This design comes from an exercise in tuning for small area on the open sky130 flow, not from production work.
Only simulation tests tie the RTL to the original design; equivalence was not proved.
Power figures rest on the tool's default switching activity, not on a simulated workload. No driver is modelled on the clock port, so clocking that relies on it looks cheaper here than on a real chip.

==> yarrow <==
==> flow/design.v (excerpt) <==
module cpu_top (
  input  logic        clk,
  input  logic        clrn,
  output logic        imem_req,
  output logic [7:0]  imem_addr,
  input  logic        imem_valid,
  input  logic [31:0] imem_inst,
  output logic [7:0]  pc,
  output logic [31:0] alu_out,
  output logic        zf_out,
  output logic        sf_out,
  output logic        cf_out,
  output logic        retire,
  output logic        halted
);
export LEC_CHECK = 0
export CAP_MARGIN = 20
export CORE_MARGIN = 2
export CORE_UTILIZATION = 55
export PLACE_DENSITY = 0.8
export SLEW_MARGIN = 20
create_clock -name core_clock -period 10.0 [get_ports {clk}]
standard.sh (not shown) runs the stock make flow with config.mk's settings and CLKGATE_MAP_FILE= SYNTH_SCRIPT=/design/flow/synth_recipe.tcl, a recipe that flattens the netlist after the stock synthesis.
==> flow/flow/run.sh <==
#!/bin/bash
# ORFS layout with three changes from the standard one:
#  - synthesis is the standard synthesis script, except that Yosys's abc
#    pass maps the logic with the area-oriented ABC script flow/area.abc;
#  - ports are buffered with the smallest buffer;
#  - clock-tree synthesis uses large sink clusters and no dummy loads.
# Each step's full output goes to its own log file in this folder.
set -euo pipefail
here=$(pwd)
export BUFFER_PORTS_ARGS="-buffer_cell sky130_fd_sc_hd__buf_1"
export CTS_ARGS="-sink_clustering_enable -repair_clock_nets -dont_use_dummy_load -sink_clustering_size 31 -sink_clustering_max_diameter 100 -buf_list {sky130_fd_sc_hd__clkbuf_16}"
export AREA_ABC_SCRIPT="$here/flow/area.abc"
{
  echo 'proc abc {args} { set i [lsearch -exact $args -script]; if {$i >= 0} { lset args [expr {$i + 1}] $::env(AREA_ABC_SCRIPT) }; yosys abc {*}$args }'
  cat synth_recipe.tcl
} > area_synth.tcl
sed "s#SYNTH_SCRIPT=[^ ]*#SYNTH_SCRIPT=$here/area_synth.tcl#" standard.sh > area_standard.sh
bash area_standard.sh synth > synth.log 2>&1
bash standard.sh floorplan > floorplan.log 2>&1
bash standard.sh place > place.log 2>&1
bash standard.sh cts > cts.log 2>&1
bash standard.sh finish > finish.log 2>&1
==> flow/flow/area.abc <==
strash
fraig
dch -f
amap
topo
==> inputs of willow, as changes to yarrow <==
--- a/flow/design.v
+++ b/flow/design.v
@@ -22,73 +22,72 @@
   localparam logic [2:0] S_PASS  = 3'd2;
   localparam logic [2:0] S_SH1   = 3'd3;
   localparam logic [2:0] S_SH2   = 3'd4;
   localparam logic [2:0] S_RET   = 3'd5;
   localparam logic [2:0] S_HALT  = 3'd6;
   logic [2:0]  st;
   logic [4:0]  ph;
   logic        clr_q;
+  logic        req_q;
   logic [7:0]  pc_q;
-  logic [29:0] ir;
-  logic [3:0]  f_cls;
+  logic [31:0] ir;
   logic [4:0]  q_ph;
   logic [4:0]  s_q;
   logic        inst_sh;
   logic [31:0] alu_q;
-  logic        zf_q, cf_q;
+  logic        zf_q, sf_q, cf_q;
   logic        c_q, z_acc, mb_q;
   logic [30:0] dl;
   logic [30:0] tl;
   logic [5:0] op;
   logic is_add, is_sub, is_and, is_or, is_xor, is_shl, is_shr;
   logic is_addi, is_andi, is_ori, is_alu, is_sh, is_halt, is_imm, is_arith;
-  assign op       = {2'b00, ir[29:26]};
-  assign is_add   = (op[3:0] == 4'h0);
-  assign is_sub   = (op[3:0] == 4'h1);
-  assign is_and   = (op[3:0] == 4'h2);
-  assign is_or    = (op[3:0] == 4'h3);
-  assign is_xor   = (op[3:0] == 4'h4);
-  assign is_shl   = (op[3:0] == 4'h5);
-  assign is_shr   = (op[3:0] == 4'h6);
-  assign is_addi  = (op[3:0] == 4'h8);
-  assign is_andi  = (op[3:0] == 4'h9);
-  assign is_ori   = (op[3:0] == 4'hA);
-  assign is_halt  = (op[3:0] == 4'hB);
+  assign op       = ir[31:26];
+  assign is_add   = (op == 6'h00);
+  assign is_sub   = (op == 6'h01);
+  assign is_and   = (op == 6'h02);
+  assign is_or    = (op == 6'h03);
+  assign is_xor   = (op == 6'h04);
+  assign is_shl   = (op == 6'h05);
+  assign is_shr   = (op == 6'h06);
+  assign is_addi  = (op == 6'h08);
+  assign is_andi  = (op == 6'h09);
+  assign is_ori   = (op == 6'h0A);
+  assign is_halt  = (op == 6'h3F);
   assign is_imm   = is_addi | is_andi | is_ori;
   assign is_arith = is_add | is_sub | is_addi;
   assign is_alu   = is_arith | is_and | is_or | is_xor | is_andi | is_ori;
   assign is_sh    = is_shl | is_shr;
   logic [31:0] col0;
   logic [31:1] we;
   logic        wbit, wr_en;
   logic        ra_bit, rb_bit;
   logic [4:0]  rc_idx;
   assign rc_idx  = ir[25:21];
   assign col0[0] = 1'b0;
   logic [3:0] pre_lo;
-  logic [7:0] pre_hi, wb_hi;
+  logic [7:0] pre_hi;
   always_comb begin
     for (int k = 0; k < 4; k++) pre_lo[k] = clr_q | (rc_idx[1:0] == 2'(k));
     for (int k = 0; k < 8; k++) pre_hi[k] = clr_q | (wr_en & (rc_idx[4:2] == 3'(k)));
-    for (int k = 0; k < 8; k++) wb_hi[k]  = pre_hi[k] & wbit;
   end
   genvar g;
   for (g = 1; g < 32; g++) begin : g_rf
     logic [31:0] r;
     assign we[g] = pre_lo[g % 4] & pre_hi[g / 4];
-    always_ff @(posedge clk) r <= {((r[0] & ~we[g]) | (pre_lo[g % 4] & wb_hi[g / 4])), r[31:1]};
+    always_ff @(posedge clk) r <= {(we[g] ? wbit : r[0]), r[31:1]};
     assign col0[g] = r[0];
   end
   assign ra_bit = col0[ir[20:16]] & ~clr_q;
   assign rb_bit = col0[ir[15:11]] & ~clr_q;
   logic first, alu_go, alu_run;
   logic imm_bit, b, bx, cin, sum, cout, alu_res;
   assign first   = (st == S_EXEC);
-  assign alu_go  = first & (ph == 5'd0);    
+  assign alu_go  = first & is_alu & (ph == 5'd0);
   assign alu_run = alu_go | (st == S_PASS);
   assign imm_bit = ph[4] ? (is_addi & ir[15]) : ir[ph[3:0]];
   assign b       = is_imm ? imm_bit : rb_bit;
   assign bx      = b ^ is_sub;
   assign cin     = first ? is_sub : c_q;
   assign sum     = ra_bit ^ bx ^ cin;
   assign cout    = (ra_bit & bx) | (cin & (ra_bit ^ bx));
   always_comb begin
@@ -122,94 +121,93 @@
   assign wbit   = res_a & ~clr_q;
   logic c_next, zcur, cf_val, commit;
   assign c_next = alu_run ? cout : ((sh_run & (ph == 5'd0)) ? (tap_a & nz) : c_q);
   assign zcur   = (first ? 1'b1 : z_acc) & ~res_b;
   assign cf_val = is_arith ? (cout ^ is_sub) : (is_shl & c_next);
   assign commit = ((st == S_PASS) & (ph == 5'd31)) | (sh_run & last);
   logic fetch_done, taken;
   logic [7:0] npc;
-  assign fetch_done = (st == S_FETCH) & imem_valid;
+  assign fetch_done = (st == S_FETCH) & req_q & imem_valid;
   always_comb begin
-    case (op[3:0])
-      4'hC:    taken = 1'b1;
-      4'hD:    taken = zf_q;
-      4'hE:    taken = alu_q[31];
-      4'hF:    taken = cf_q;
+    case (op)
+      6'h10:   taken = 1'b1;
+      6'h11:   taken = zf_q;
+      6'h12:   taken = sf_q;
+      6'h13:   taken = cf_q;
       default: taken = 1'b0;
     endcase
   end
   assign npc = taken ? ir[25:18] : (pc_q + 8'd1);
   always_ff @(posedge clk or negedge clrn) begin
     if (!clrn) begin
       st    <= S_FETCH;
       ph    <= 5'd0;
       clr_q <= 1'b1;
+      req_q <= 1'b1;
       pc_q  <= 8'd0;
       alu_q <= 32'd0;
       zf_q  <= 1'b0;
+      sf_q  <= 1'b0;
       cf_q  <= 1'b0;
     end else begin
       ph <= ph + 5'd1;
       if (ph == 5'd31) clr_q <= 1'b0;
       case (st)
         S_FETCH: if (fetch_done) begin
-          if (f_cls == 4'hB)                        st <= S_HALT;
-          else if (f_cls == 4'h5 || f_cls == 4'h6)  st <= S_SH1;
-          else if (f_cls == 4'h7 || f_cls[3:2] == 2'b11) st <= S_RET;
-          else                                      st <= S_EXEC;
+          req_q <= 1'b0;
+          st    <= S_EXEC;
         end
-        S_EXEC: if (ph == 5'd0) st <= S_PASS;
+        S_EXEC: begin
+          if (is_halt)       st <= S_HALT;
+          else if (is_sh)    st <= S_SH1;
+          else if (is_alu)   begin if (ph == 5'd0) st <= S_PASS; end
+          else               st <= S_RET;
+        end
         S_PASS: if (ph == 5'd31) st <= S_RET;
         S_SH1:  if (last) st <= S_SH2;
         S_SH2:  if (last) st <= S_RET;
         S_RET: begin
           pc_q  <= npc;
+          req_q <= 1'b1;
           st    <= S_FETCH;
         end
         default: st <= S_HALT;
       endcase
       if (commit) begin
         alu_q <= {res_b, tl};
         zf_q  <= zcur;
+        sf_q  <= res_b;
         cf_q  <= cf_val;
       end
     end
   end
-  function automatic logic [3:0] cls_of(input logic [5:0] o);
-    if (o[5:4] == 2'b00 && o[3:0] != 4'h7 && o[3:0] <= 4'hA) cls_of = o[3:0];
-    else if (o[5:2] == 4'b0100) cls_of = {2'b11, o[1:0]};
-    else if (o == 6'h3F) cls_of = 4'hB;
-    else cls_of = 4'h7;
-  endfunction
-  assign f_cls   = cls_of(imem_inst[31:26]);
   assign inst_sh = (imem_inst[31:26] == 6'h05) | (imem_inst[31:26] == 6'h06);
   assign q_ph    = ir[4:0];
   assign s_q     = ir[9:5];
   always_ff @(posedge clk) begin
     if (fetch_done) begin
-      ir[29:26] <= f_cls;
-      ir[25:10] <= imem_inst[25:10];
+      ir[31:10] <= imem_inst[31:10];
       ir[4:0]   <= inst_sh ? ph : imem_inst[4:0];
     end
     for (int k = 0; k < 5; k++)
       if (fetch_done) ir[5+k] <= imem_inst[5+k];
       else if (is_sh & (ph == 5'(k))) ir[5+k] <= rb_bit;
     c_q   <= c_next;
     z_acc <= (st == S_SH1) ? 1'b1 : zcur;
     mb_q  <= (st == S_SH1) ? is_shl : mask_b;
     dl    <= {dl[29:0], ra_bit};
     tl    <= {res_b, tl[30:1]};
   end
-  assign imem_req  = (st == S_FETCH) & clrn;
+  assign imem_req  = req_q & clrn;
   assign imem_addr = pc_q;
   assign pc        = pc_q;
   assign alu_out   = alu_q;
   assign zf_out    = zf_q;
-  assign sf_out    = alu_q[31];
+  assign sf_out    = sf_q;
   assign cf_out    = cf_q;
   assign retire    = (st == S_RET);
   assign halted    = (st == S_HALT);
 endmodule
 module cpu_top (
   input  logic        clk,
   input  logic        clrn,
   output logic        imem_req,
==> flow/flow/run.sh (replaced) <==
#!/bin/bash
# Standard ORFS layout with two changes: ports are buffered with the
# smallest buffer, and clock-tree synthesis uses large sink clusters without
# dummy loads. Each step's output goes to its own log in this folder.
set -euo pipefail
export BUFFER_PORTS_ARGS="-buffer_cell sky130_fd_sc_hd__buf_1"
export CTS_ARGS="-sink_clustering_enable -repair_clock_nets -dont_use_dummy_load -sink_clustering_size 32 -sink_clustering_max_diameter 60 -buf_list {sky130_fd_sc_hd__clkbuf_16}"
bash standard.sh synth > synth.log 2>&1
bash standard.sh floorplan > floorplan.log 2>&1
bash standard.sh place > place.log 2>&1
bash standard.sh cts > cts.log 2>&1
bash standard.sh finish > finish.log 2>&1
ABC_AREA = 1   (was default)
removed: flow/flow/area.abc
==> comparison table <==
|  | yarrow | willow |
|---|---|---|
| Critical path destination | u_core.zf_q | u_core.sf_q |
| Proportion of synthesized area in mux cells | 0% | 0.0357% |
| FF+latch count, synth | 1138 | 1141 |
| R2R setup slack | 2.65 ns | 4.45 ns |
| Routing usage on met1 | 26.0% | 25.1% |
| Status | timing/DRC/antenna clean | timing/DRC/antenna clean |
| Relative area of non-clock buffer cells in the final design | 1.36% | 1.25% |
| Final HPWL from detailed placement | 29100 um | 29900 um |
| Leakage power | 11.2 nW | 12.7 nW |
| Worst Min Path Start | u_core.g_rf[29].r[29] | u_core.g_rf[9].r[31] |
| Hold Worst Slack | 0.287 ns | 0.272 ns |
| Portion of the post-synthesis area used by sequential elements | 87.0% | 83.7% |
| Flip-flop and latch area | 0.0233 mm2 | 0.0234 mm2 |
| Total number of multi-input combinational cells | 500 | 753 |
| Share of final-layout standard cells stronger than drive strength 1 | 2.91% | 4.21% |
| Met2 track demand over resource in global routing | 28.4% | 29.0% |
| Effective utilization at floorplan | 56.0% | 55.8% |
| Worst path required time | 10.49 ns | 10.41 ns |
| Filler-free cell count of the finished design | 2473 | 2857 |
| Area of the core region | 0.0479 mm2 | 0.0502 mm2 |
| Max_slew headroom | 24.7% | 19.3% |
| Insertion delay to the later sink of the worst-skew pair | 0.62 ns | 0.64 ns |
| Clock buffer and inverter area fraction after layout | 3.62% | 3.90% |
| Global-route total usage across every layer | 18.1% | 18.2% |
| Die Span X | 225 um | 230 um |
| Final nets | 1915 | 2242 |
| Slowest cell on crit path | o22ai_1 | fa_1 |

---

==> inputs of trial 25 <==
==> flow/design.v <==
module cpu_multicycle #(
  parameter int DW   = 32,
  parameter int NREG = 32,
  parameter int PCW  = 8
) (
  input  logic             clk,
  input  logic             clrn,
  output logic             imem_req,
  output logic [PCW-1:0]   imem_addr,
  input  logic             imem_valid,
  input  logic [31:0]      imem_inst,
  output logic [PCW-1:0]   pc,
  output logic [DW-1:0]    alu_out,
  output logic             zf_out,
  output logic             sf_out,
  output logic             cf_out,
  output logic             retire,
  output logic             halted
);
  localparam logic [2:0] S_FETCH = 3'd0;
  localparam logic [2:0] S_EXEC  = 3'd1;
  localparam logic [2:0] S_PASS  = 3'd2;
  localparam logic [2:0] S_SH1   = 3'd3;
  localparam logic [2:0] S_SH2   = 3'd4;
  localparam logic [2:0] S_RET   = 3'd5;
  localparam logic [2:0] S_HALT  = 3'd6;
  logic [2:0]  st;
  logic [4:0]  ph;
  logic        clr_q;
  logic        req_q;
  logic [7:0]  pc_q;
  logic [31:0] ir;
  logic [4:0]  q_ph;
  logic [4:0]  s_q;
  logic [31:0] alu_q;
  logic        zf_q, sf_q, cf_q;
  logic        c_q, z_acc;
  logic [30:0] dl;
  logic [30:0] tl;
  logic [5:0] op;
  logic is_add, is_sub, is_and, is_or, is_xor, is_shl, is_shr;
  logic is_addi, is_andi, is_ori, is_alu, is_sh, is_halt, is_imm, is_arith;
  assign op       = ir[31:26];
  assign is_add   = (op == 6'h00);
  assign is_sub   = (op == 6'h01);
  assign is_and   = (op == 6'h02);
  assign is_or    = (op == 6'h03);
  assign is_xor   = (op == 6'h04);
  assign is_shl   = (op == 6'h05);
  assign is_shr   = (op == 6'h06);
  assign is_addi  = (op == 6'h08);
  assign is_andi  = (op == 6'h09);
  assign is_ori   = (op == 6'h0A);
  assign is_halt  = (op == 6'h3F);
  assign is_imm   = is_addi | is_andi | is_ori;
  assign is_arith = is_add | is_sub | is_addi;
  assign is_alu   = is_arith | is_and | is_or | is_xor | is_andi | is_ori;
  assign is_sh    = is_shl | is_shr;
  logic [31:0] col0;
  logic [31:1] we;
  logic        wbit, wr_en;
  logic        ra_bit, rb_bit;
  logic [4:0]  rc_idx;
  assign rc_idx  = ir[25:21];
  assign col0[0] = 1'b0;
  genvar g;
  for (g = 1; g < 32; g++) begin : g_rf
    logic [31:0] r;
    assign we[g] = clr_q | (wr_en & (rc_idx == 5'(g)));
    always_ff @(posedge clk) r <= {(we[g] ? wbit : r[0]), r[31:1]};
    assign col0[g] = r[0];
  end
  assign ra_bit = col0[ir[20:16]] & ~clr_q;
  assign rb_bit = col0[ir[15:11]] & ~clr_q;
  logic first, alu_go, alu_run;
  logic imm_bit, b, bx, cin, sum, cout, alu_res;
  assign first   = (st == S_EXEC);
  assign alu_go  = first & is_alu & (ph == 5'd0);
  assign alu_run = alu_go | (st == S_PASS);
  assign imm_bit = ph[4] ? (is_addi & ir[15]) : ir[ph[3:0]];
  assign b       = is_imm ? imm_bit : rb_bit;
  assign bx      = b ^ is_sub;
  assign cin     = first ? is_sub : c_q;
  assign sum     = ra_bit ^ bx ^ cin;
  assign cout    = (ra_bit & bx) | (cin & (ra_bit ^ bx));
  always_comb begin
    if (is_and | is_andi)     alu_res = ra_bit & b;
    else if (is_or | is_ori)  alu_res = ra_bit | b;
    else if (is_xor)          alu_res = ra_bit ^ b;
    else                      alu_res = sum;
  end
  logic [4:0]  s_eff, d_a, d_b, jj;
  logic [31:0] taps;
  logic        nz, tap_a, tap_b, lt_a, lt_b, sh_a, sh_b, last;
  for (g = 0; g < 5; g++) begin : g_s
    assign s_eff[g] = (ph == 5'(g)) ? rb_bit : s_q[g];
  end
  assign nz    = |s_eff;
  assign d_a   = is_shl ? s_eff : (5'd0 - s_eff);
  assign d_b   = q_ph + d_a;
  assign jj    = ph - q_ph;
  assign taps  = {dl, ra_bit};
  assign tap_a = taps[d_a];
  assign tap_b = taps[d_b];
  assign lt_a  = (ph < d_a);
  assign lt_b  = (jj < d_a);
  assign sh_a  = tap_a & ~(is_shl ? lt_a : (nz & ~lt_a));
  assign sh_b  = tap_b & ~(is_shl ? lt_b : (nz & ~lt_b));
  assign last  = ((ph + 5'd1) == q_ph);
  logic res_a, res_b, sh_run;
  assign sh_run = (st == S_SH2);
  assign res_a  = is_sh ? sh_a : alu_res;
  assign res_b  = is_sh ? sh_b : alu_res;
  assign wr_en  = alu_run | sh_run;
  assign wbit   = res_a & ~clr_q;
  logic c_next, zcur, cf_val, commit;
  assign c_next = alu_run ? cout : ((sh_run & (ph == 5'd0)) ? (tap_a & nz) : c_q);
  assign zcur   = (first ? 1'b1 : z_acc) & ~res_b;
  assign cf_val = is_arith ? (cout ^ is_sub) : (is_shl & c_next);
  assign commit = ((st == S_PASS) & (ph == 5'd31)) | (sh_run & last);
  logic fetch_done, taken;
  logic [7:0] npc;
  assign fetch_done = (st == S_FETCH) & req_q & imem_valid;
  always_comb begin
    case (op)
      6'h10:   taken = 1'b1;
      6'h11:   taken = zf_q;
      6'h12:   taken = sf_q;
      6'h13:   taken = cf_q;
      default: taken = 1'b0;
    endcase
  end
  assign npc = taken ? ir[25:18] : (pc_q + 8'd1);
  always_ff @(posedge clk or negedge clrn) begin
    if (!clrn) begin
      st    <= S_FETCH;
      ph    <= 5'd0;
      clr_q <= 1'b1;
      req_q <= 1'b1;
      pc_q  <= 8'd0;
      alu_q <= 32'd0;
      zf_q  <= 1'b0;
      sf_q  <= 1'b0;
      cf_q  <= 1'b0;
    end else begin
      ph <= ph + 5'd1;
      if (ph == 5'd31) clr_q <= 1'b0;
      case (st)
        S_FETCH: if (fetch_done) begin
          req_q <= 1'b0;
          st    <= S_EXEC;
        end
        S_EXEC: begin
          if (is_halt)       st <= S_HALT;
          else if (is_sh)    st <= S_SH1;
          else if (is_alu)   begin if (ph == 5'd0) st <= S_PASS; end
          else               st <= S_RET;
        end
        S_PASS: if (ph == 5'd31) st <= S_RET;
        S_SH1:  if (last) st <= S_SH2;
        S_SH2:  if (last) st <= S_RET;
        S_RET: begin
          pc_q  <= npc;
          req_q <= 1'b1;
          st    <= S_FETCH;
        end
        default: st <= S_HALT;
      endcase
      if (commit) begin
        alu_q <= {res_b, tl};
        zf_q  <= zcur;
        sf_q  <= res_b;
        cf_q  <= cf_val;
      end
    end
  end
  always_ff @(posedge clk) begin
    if (fetch_done) begin
      ir   <= imem_inst;
      q_ph <= ph;
    end
    for (int k = 0; k < 5; k++) s_q[k] <= s_eff[k];
    c_q   <= c_next;
    z_acc <= (st == S_SH1) ? 1'b1 : zcur;
    dl    <= {dl[29:0], ra_bit};
    tl    <= {res_b, tl[30:1]};
  end
  assign imem_req  = req_q & clrn;
  assign imem_addr = pc_q;
  assign pc        = pc_q;
  assign alu_out   = alu_q;
  assign zf_out    = zf_q;
  assign sf_out    = sf_q;
  assign cf_out    = cf_q;
  assign retire    = (st == S_RET);
  assign halted    = (st == S_HALT);
endmodule
module cpu_top (
  input  logic        clk,
  input  logic        clrn,
  output logic        imem_req,
  output logic [7:0]  imem_addr,
  input  logic        imem_valid,
  input  logic [31:0] imem_inst,
  output logic [7:0]  pc,
  output logic [31:0] alu_out,
  output logic        zf_out,
  output logic        sf_out,
  output logic        cf_out,
  output logic        retire,
  output logic        halted
);
  cpu_multicycle #(.DW(32), .NREG(32), .PCW(8)) u_core (
    .clk       (clk),
    .clrn      (clrn),
    .imem_req  (imem_req),
    .imem_addr (imem_addr),
    .imem_valid(imem_valid),
    .imem_inst (imem_inst),
    .pc        (pc),
    .alu_out   (alu_out),
    .zf_out    (zf_out),
    .sf_out    (sf_out),
    .cf_out    (cf_out),
    .retire    (retire),
    .halted    (halted)
  );
endmodule
==> flow/run.sh <==
#!/bin/bash
# synth_recipe.tcl (not shown) runs the flow's synth.tcl, then flattens the netlist and writes it again
# the make line also repeats each setting of config.mk as NAME=value (left out here)
make -C /OpenROAD-flow-scripts/flow DESIGN_CONFIG=/design/flow/config.mk WORK_HOME=/design/flow/orfs CLKGATE_MAP_FILE= SYNTH_SCRIPT=/design/flow/synth_recipe.tcl finish
==> flow/config.mk <==
export PLATFORM = sky130hd
export DESIGN_NAME = cpu_top
export DESIGN_NICKNAME = cpu_top
export VERILOG_FILES = /design/flow/design.v
export SDC_FILE = /design/flow/constraint.sdc
export NUM_CORES = 4
export LEC_CHECK = 0
export ABC_AREA = 1
export CAP_MARGIN = 20
export CORE_MARGIN = 2
export CORE_UTILIZATION = 30
export SLEW_MARGIN = 20
==> flow/constraint.sdc <==
create_clock -name core_clock -period 10.0 [get_ports {clk}]
set_input_delay 2.0000 -clock core_clock [delete_from_list [all_inputs] [get_ports {clk}]]
set_output_delay 2.0000 -clock core_clock [all_outputs]
set_load 0.01 [all_outputs]
==> build 88 (differences from trial 25) <==
Settings changed: ABC_AREA 1 to unset.
==> qor summary <==
quantity                                                                       build 88                      trial 25
Largest driver fanout on the critical path                                           31                            53
Switching power share of the total                                                19.6%                         19.2%
Synthesized-area fraction occupied by xor and xnor cells                         0.616%                        0.492%
Tap cell instance count                                                            1254                          1265
Syn Inst Count                                                                     1759                          2123
RR Endpoint                                               u_core.g_rf[12].r[31]$_DFF_P_  u_core.alu_q[31]$_DFFE_PN0P_
Sum of met3 wire segment lengths after detailed routing                         2430 um                       2960 um
Worst path bufs/invs                                                                  2                             4
Share of layout cells above drive strength 1                                      13.6%                         10.4%
Proportion of power drawn by the clock network                                    45.6%                         45.3%
Result of the run                                               complete, no violations       complete, no violations
Launching point of the worst reg2reg path                       u_core.ir[11]$_DFFE_PP_        u_core.ph[0]$_DFF_PN0_
Shortest period the worst path allows                                           6.69 ns                       5.41 ns
Sum of net half-perimeters after detailed placement                            28900 um                      29300 um
Routability congestion estimate from global placement                             0.828                         0.848
Post-route worst hold slack                                                    0.303 ns                      0.314 ns
Mapped Nets                                                                        1818                          2182
Number of non-clock inverters in the layout                                          29                           140
Hold path startpoint                                       u_core.g_rf[24].r[6]$_DFF_P_  u_core.g_rf[29].r[4]$_DFF_P_
Layout Cell Area excl Fill                                                  34100 sq um                   34200 sq um

## separate check: timing with driven ports
The results above use ideal ports. As a check the final layouts listed here were re-extracted and re-timed, cells and wires unchanged.
Step 1 sets driving cells, clkbuf_16 on the clock port and buf_2 on the other inputs (assumed; they add their load-dependent delay and slew).
Step 2 times the ports against the registers' clock, not the clock port: input delays grow and output delays shrink by t, the midpoint of the rising clock arrivals with the driver on.
a / b / c = no drivers / after step 1 / after step 2; a / b = the first two.
| run | t, ns | setup WS [ns] | worst setup path after step 2 | clock arrival spread, ns |
|---|---|---|---|---|
| yarrow | 0.647 | 2.650 / 2.650 / 2.650 | register to register | 0.072 / 0.072 |
| willow | 0.646 | 4.449 / 4.449 / 4.449 | register to register | 0.100 / 0.101 |
| trial 25 | 0.690 | 4.590 / 4.568 / 4.568 | input to output | 0.025 / 0.024 |
| build 88 | 0.701 | 3.306 / 3.306 / 3.306 | register to register | 0.052 / 0.052 |
After both steps every run listed still meets setup and hold. The setup slack of trial 25, which loses most, moves by -0.022 ns with the drivers and by -0.022 ns with both steps.
